From an optimization exercise on the open Yosys and OpenROAD flow, aimed at small area and a short achievable clock period; shortcuts taken in it are not production practice. The RTL was checked by simulation tests, not by an equivalence proof against the original design. Power and IR drop assume default switching activity.

Setup of v33:
## bmu_top
module bmu_top #(
  parameter bit ZBA_EN = 1'b1,
  parameter bit ZBB_EN = 1'b1,
  parameter bit ZBS_EN = 1'b1,
  parameter bit ZBP_EN = 1'b1
) (
  input  logic        clk,
  input  logic        rst_n,
  input  logic        valid_in,
  input  logic [5:0]  op,
  input  logic        csr_ren,
  input  logic [31:0] csr_rddata,
  input  logic [31:0] a,
  input  logic [31:0] b,
  output logic [31:0] result,
  output logic        error
);
==> flow/config.mk <==
export PLATFORM = sky130hd
export DESIGN_NAME = bmu_top
export DESIGN_NICKNAME = bmu_top
export VERILOG_FILES = /design/flow/design.v
export SDC_FILE = /design/flow/constraint.sdc
export NUM_CORES = 4
export LEC_CHECK = 0
export ABC_AREA = 1
export CAP_MARGIN = 20
export CORE_MARGIN = 2
export CORE_UTILIZATION = 40
export PLACE_DENSITY = 0.6
export SETUP_SLACK_MARGIN = 3.0
export SLEW_MARGIN = 20
==> flow/constraint.sdc <==
create_clock -name core_clock -period 7.5 [get_ports {clk}]
set_input_delay 1.5000 -clock core_clock [delete_from_list [all_inputs] [get_ports {clk}]]
set_output_delay 1.5000 -clock core_clock [all_outputs]
set_load 0.01 [all_outputs]
standard.sh (not shown) runs the stock make flow with config.mk's settings and CLKGATE_MAP_FILE= SYNTH_SCRIPT=/design/flow/synth_recipe.tcl, a recipe that flattens the netlist after the stock synthesis.
==> flow/flow/run.sh <==
#!/bin/bash
# The standard layout (standard.sh), with these changes made on its make
# command line / environment:
#  - ADDER_MAP_FILE is left empty, so synthesis does not extract full and
#    half adder cells and ABC maps the adder and popcount trees from gates;
#    the rest of synth_recipe.tcl runs unchanged, so the registers and their
#    names are the standard synthesis's
#  - ports are buffered with sky130_fd_sc_hd__buf_2 instead of the default
#    delay buffer
#  - the steps up to clock tree synthesis repair timing to the setup margin
#    of config.mk; routing and the steps after it repair to a margin of
#    flow/late_margin only
set -euo pipefail
LATE=$(cat flow/late_margin)
sed 's#SYNTH_SCRIPT=#ADDER_MAP_FILE= SYNTH_SCRIPT=#' standard.sh > flow_standard.sh
grep -q "ADDER_MAP_FILE= SYNTH_SCRIPT=" flow_standard.sh
sed "s#SETUP_SLACK_MARGIN=[^ ]*#SETUP_SLACK_MARGIN=$LATE#" flow_standard.sh > flow_standard_late.sh
grep -q "SETUP_SLACK_MARGIN=$LATE " flow_standard_late.sh
export BUFFER_PORTS_ARGS="-buffer_cell sky130_fd_sc_hd__buf_2"
bash flow_standard.sh cts > flow_make_early.log 2>&1
bash flow_standard_late.sh > flow_make_late.log 2>&1
==> flow/flow/late_margin <==
0.5
### v33 -> v32
- PLACE_DENSITY changed from 0.6 to 0.7
- CORE_UTILIZATION changed from 40 to 50
==> flow/flow/run.sh <==
#!/bin/bash
# The standard layout (standard.sh), with two changes made on its make
# command line / environment:
#  - ADDER_MAP_FILE is left empty, so synthesis does not extract full and
#    half adder cells and ABC maps the adder and popcount trees from gates;
#    the rest of synth_recipe.tcl runs unchanged, so the registers and their
#    names are the standard synthesis's
#  - ports are buffered with sky130_fd_sc_hd__buf_2 instead of the default
#    delay buffer
set -euo pipefail
sed 's#SYNTH_SCRIPT=#ADDER_MAP_FILE= SYNTH_SCRIPT=#' standard.sh > flow_standard.sh
grep -q "ADDER_MAP_FILE= SYNTH_SCRIPT=" flow_standard.sh
export BUFFER_PORTS_ARGS="-buffer_cell sky130_fd_sc_hd__buf_2"
bash flow_standard.sh > flow_make.log 2>&1
removed: flow/flow/late_margin
Results
- Finished, but not clean: v32, with capacitance limit, slew limit.
- On register-to-register path setup slack, v32 and v33 are basically level.
- Wire length in v32 is about 6% higher than in v33
- The maximum fanout count along the critical path reported for v32 is smaller than that of v33 by 2.
- v32 against v33: post-CTS resize count grew by about 15%; met2 usage picked up an extra 12 points; floorplan row count fell about 10%; critical path depth decreased 2.
- When v32 is set beside v33, its final cell count without fillers turns out to be 27 larger.
- v33 ended up with sky130_fd_sc_hd__a2111oi_0 as its slowest cell on the critical path; v32 ended up with sky130_fd_sc_hd__nor4_1.
- Across both runs, share of power burned in the clock network was lower for v32 than for v33.
- Looking only at area of the die, and setting everything else aside, the higher value of v32 and v33 goes to v33.
- The total track usage reported for v32 is greater than that of v33 by 11 points.
Modified inputs, v19 compared to v32
- a change of SETUP_SLACK_MARGIN from 3.0 to 3.15
- a change of PLACE_DENSITY from 0.7 to 0.6
- a change of CORE_UTILIZATION from 50 to 40
--- a/flow/flow/run.sh
+++ b/flow/flow/run.sh
@@ -1,4 +1,4 @@
 #!/bin/bash
-# The standard layout (standard.sh), with two changes made on its make
+# The standard layout (standard.sh), with these changes made on its make
 # command line / environment:
 #  - ADDER_MAP_FILE is left empty, so synthesis does not extract full and
@@ -8,7 +8,14 @@
 #  - ports are buffered with sky130_fd_sc_hd__buf_2 instead of the default
 #    delay buffer
+#  - the steps up to clock tree synthesis repair timing to the setup margin
+#    of config.mk; routing and the steps after it repair to a margin of
+#    flow/late_margin only
 set -euo pipefail
+LATE=$(cat flow/late_margin)
 sed 's#SYNTH_SCRIPT=#ADDER_MAP_FILE= SYNTH_SCRIPT=#' standard.sh > flow_standard.sh
 grep -q "ADDER_MAP_FILE= SYNTH_SCRIPT=" flow_standard.sh
+sed "s#SETUP_SLACK_MARGIN=[^ ]*#SETUP_SLACK_MARGIN=$LATE#" flow_standard.sh > flow_standard_late.sh
+grep -q "SETUP_SLACK_MARGIN=$LATE " flow_standard_late.sh
 export BUFFER_PORTS_ARGS="-buffer_cell sky130_fd_sc_hd__buf_2"
-bash flow_standard.sh > flow_make.log 2>&1
+bash flow_standard.sh cts > flow_make_early.log 2>&1
+bash flow_standard_late.sh > flow_make_late.log 2>&1
==> flow/flow/late_margin (new file) <==
0.5
### Flow results
Global routing met2 resource utilization: v19 vs v32 down 9.7 points. Taking v32 as the reference, in v19 shortest clock period the worst path allows after layout decreased by 0.36 ns relative to the old numbers; power shrank by about 2.5%. Between v19 and v32, the upper clock frequency limit is lower for v32. Clock-buffer cell count: v19 higher than v32. Between v32 and v19, met1 track utilization from global routing decreased. v19 vs v32: static power due to leakage down. Relative to v32, the total non-filler cell area in the finished layout of v19 is lower by about 4%. Every run in v19 and v32 closed cleanly, with the single exception of v32. v32: flow complete, layout not clean; failing: capacitance limit, slew limit.

* * *

onyx:
Starting RTL as in the previous note.
==> flow/config.mk <==
export PLATFORM = sky130hd
export DESIGN_NAME = bmu_top
export DESIGN_NICKNAME = bmu_top
export VERILOG_FILES = /design/flow/design.v
export SDC_FILE = /design/flow/constraint.sdc
export NUM_CORES = 4
export LEC_CHECK = 0
export ABC_AREA = 1
export CAP_MARGIN = 10
export CORE_MARGIN = 2
export CORE_UTILIZATION = 40
export PLACE_DENSITY = 0.6
export SETUP_SLACK_MARGIN = 3.0
export SLEW_MARGIN = 10
==> flow/constraint.sdc <==
create_clock -name core_clock -period 7.5 [get_ports {clk}]
set_input_delay 1.5000 -clock core_clock [delete_from_list [all_inputs] [get_ports {clk}]]
set_output_delay 1.5000 -clock core_clock [all_outputs]
set_load 0.01 [all_outputs]
==> flow/flow/run.sh <==
#!/bin/bash
# The standard layout (standard.sh), with these changes made on its make
# command line / environment:
#  - ADDER_MAP_FILE is left empty, so synthesis does not extract full and
#    half adder cells and ABC maps the adder and popcount trees from gates;
#    the rest of synth_recipe.tcl runs unchanged, so the registers and their
#    names are the standard synthesis's
#  - ports are buffered with sky130_fd_sc_hd__buf_2 instead of the default
#    delay buffer
#  - the steps up to clock tree synthesis repair timing to the setup margin
#    of config.mk; routing and the steps after it repair to a margin of
#    flow/late_margin only
set -euo pipefail
LATE=$(cat flow/late_margin)
sed 's#SYNTH_SCRIPT=#ADDER_MAP_FILE= SYNTH_SCRIPT=#' standard.sh > flow_standard.sh
grep -q "ADDER_MAP_FILE= SYNTH_SCRIPT=" flow_standard.sh
sed "s#SETUP_SLACK_MARGIN=[^ ]*#SETUP_SLACK_MARGIN=$LATE#" flow_standard.sh > flow_standard_late.sh
grep -q "SETUP_SLACK_MARGIN=$LATE " flow_standard_late.sh
export BUFFER_PORTS_ARGS="-buffer_cell sky130_fd_sc_hd__buf_2"
bash flow_standard.sh cts > flow_make_early.log 2>&1
bash flow_standard_late.sh > flow_make_late.log 2>&1
==> flow/flow/late_margin <==
0.5
Input-level comparison between cedar and onyx:
Settings: PLACE_DENSITY: 0.6 -> 0.65; SLEW_MARGIN: 10 -> 20; CORE_UTILIZATION: 40 -> 45; CAP_MARGIN: 10 -> 20.
==> flow/flow/late_margin <==
1.5
--- outcome ---
Biggest fanout along the worst timing path: cedar vs onyx up 8. Going from onyx to cedar, power grew by 0.013 mW, via count went up 370, final critical-path required period saw an increase. Changes observed in cedar relative to onyx: routability congestion estimate saw a decrease, global-route usage over all layers picked up an extra 6.9 points, worst hold margin climbed 10 ps, instance area at placement went down.
Relative to cedar, the following input files were edited for pepper:
Settings: CORE_UTILIZATION changed from 45 to 40; PLACE_DENSITY changed from 0.65 to 0.6.
==> flow/flow/late_margin <==
2.7
### Flow results
- Longest individual stage delay on the worst path down 420 ps in pepper wrt cedar
- Time the final worst path needs with I/O delays and setup is lower on cedar
- Compared with cedar, pepper shows a lower worst setup margin.
- Against cedar, pepper comes in about 9% higher on non-clock buffer count in the final layout.
What willow does differently from pepper at the input level:
Settings: swapping 3.0 for 2.8 in SETUP_SLACK_MARGIN.
==> flow/flow/late_margin <==
0.5
==> comparison <==
In willow relative to pepper, post-route standard cell area excluding fillers had gone down by a few percent. Delta (willow minus pepper): power share of the clock group now sits higher, count of non-filler cells in the finished layout down 39, global-route wire length before repair fell 2.4%, fraction of the mapped netlist area in compound gates held, global-route usage shrank by 1.2 points. Taking pepper as the reference, in willow switching part of the total power now larger, number of non-clock buffers went down by 37. Number of iterations in the first detailed-routing pass in willow is 1 below pepper. Compared with pepper, willow shows worst hold margin higher by 5.0 ps. Comparing final-layout fill cell count for pepper and willow, the bigger number came from willow.

## afterwards: timing with drivers on the ports
No port has a modelled driver above. Below, the same layouts with a new extraction and two added sets of constraints.
Step 1: set_driving_cell puts a clkbuf_16 on clk and a buf_2 on each other input, an assumption about the parent block.
Step 2 adds t to the input delays and takes it off the output delays; t is the mean of the earliest and latest rising clock arrival at the registers after step 1. Input paths then give back, and output paths get back, about the clock's delay inside the block.
a / b / c = ideal / step 1 / step 2; a / b = the first two.
| run | shift t [ns] | setup WS [ns] | worst setup path at the end | latest minus earliest clock arrival (ns) | slew at the worst register clock pin (ns) |
|---|---|---|---|---|---|
| v33 | 0.341 | 2.792 / 2.815 / 2.474 | input to register | 0.014 / 0.013 | 0.07 / 0.07 |
| v32 | 0.337 | 2.571 / 2.589 / 2.252 | input to register | 0.006 / 0.006 | 0.06 / 0.06 |
| v19 | 0.332 | 2.932 / 2.937 / 2.605 | input to register | 0.014 / 0.014 | 0.07 / 0.07 |
| onyx | 0.341 | 2.792 / 2.815 / 2.474 | input to register | 0.014 / 0.013 | 0.07 / 0.07 |
| cedar | 0.338 | 2.788 / 2.774 / 2.436 | input to register | 0.006 / 0.006 | 0.06 / 0.06 |
| pepper | 0.341 | 2.742 / 2.765 / 2.425 | input to register | 0.014 / 0.013 | 0.07 / 0.07 |
| willow | 0.340 | 2.543 / 2.567 / 2.227 | input to register | 0.014 / 0.014 | 0.07 / 0.07 |
The setup slack of cedar, which loses most, moves by -0.014 ns with the drivers and by -0.352 ns with both steps.
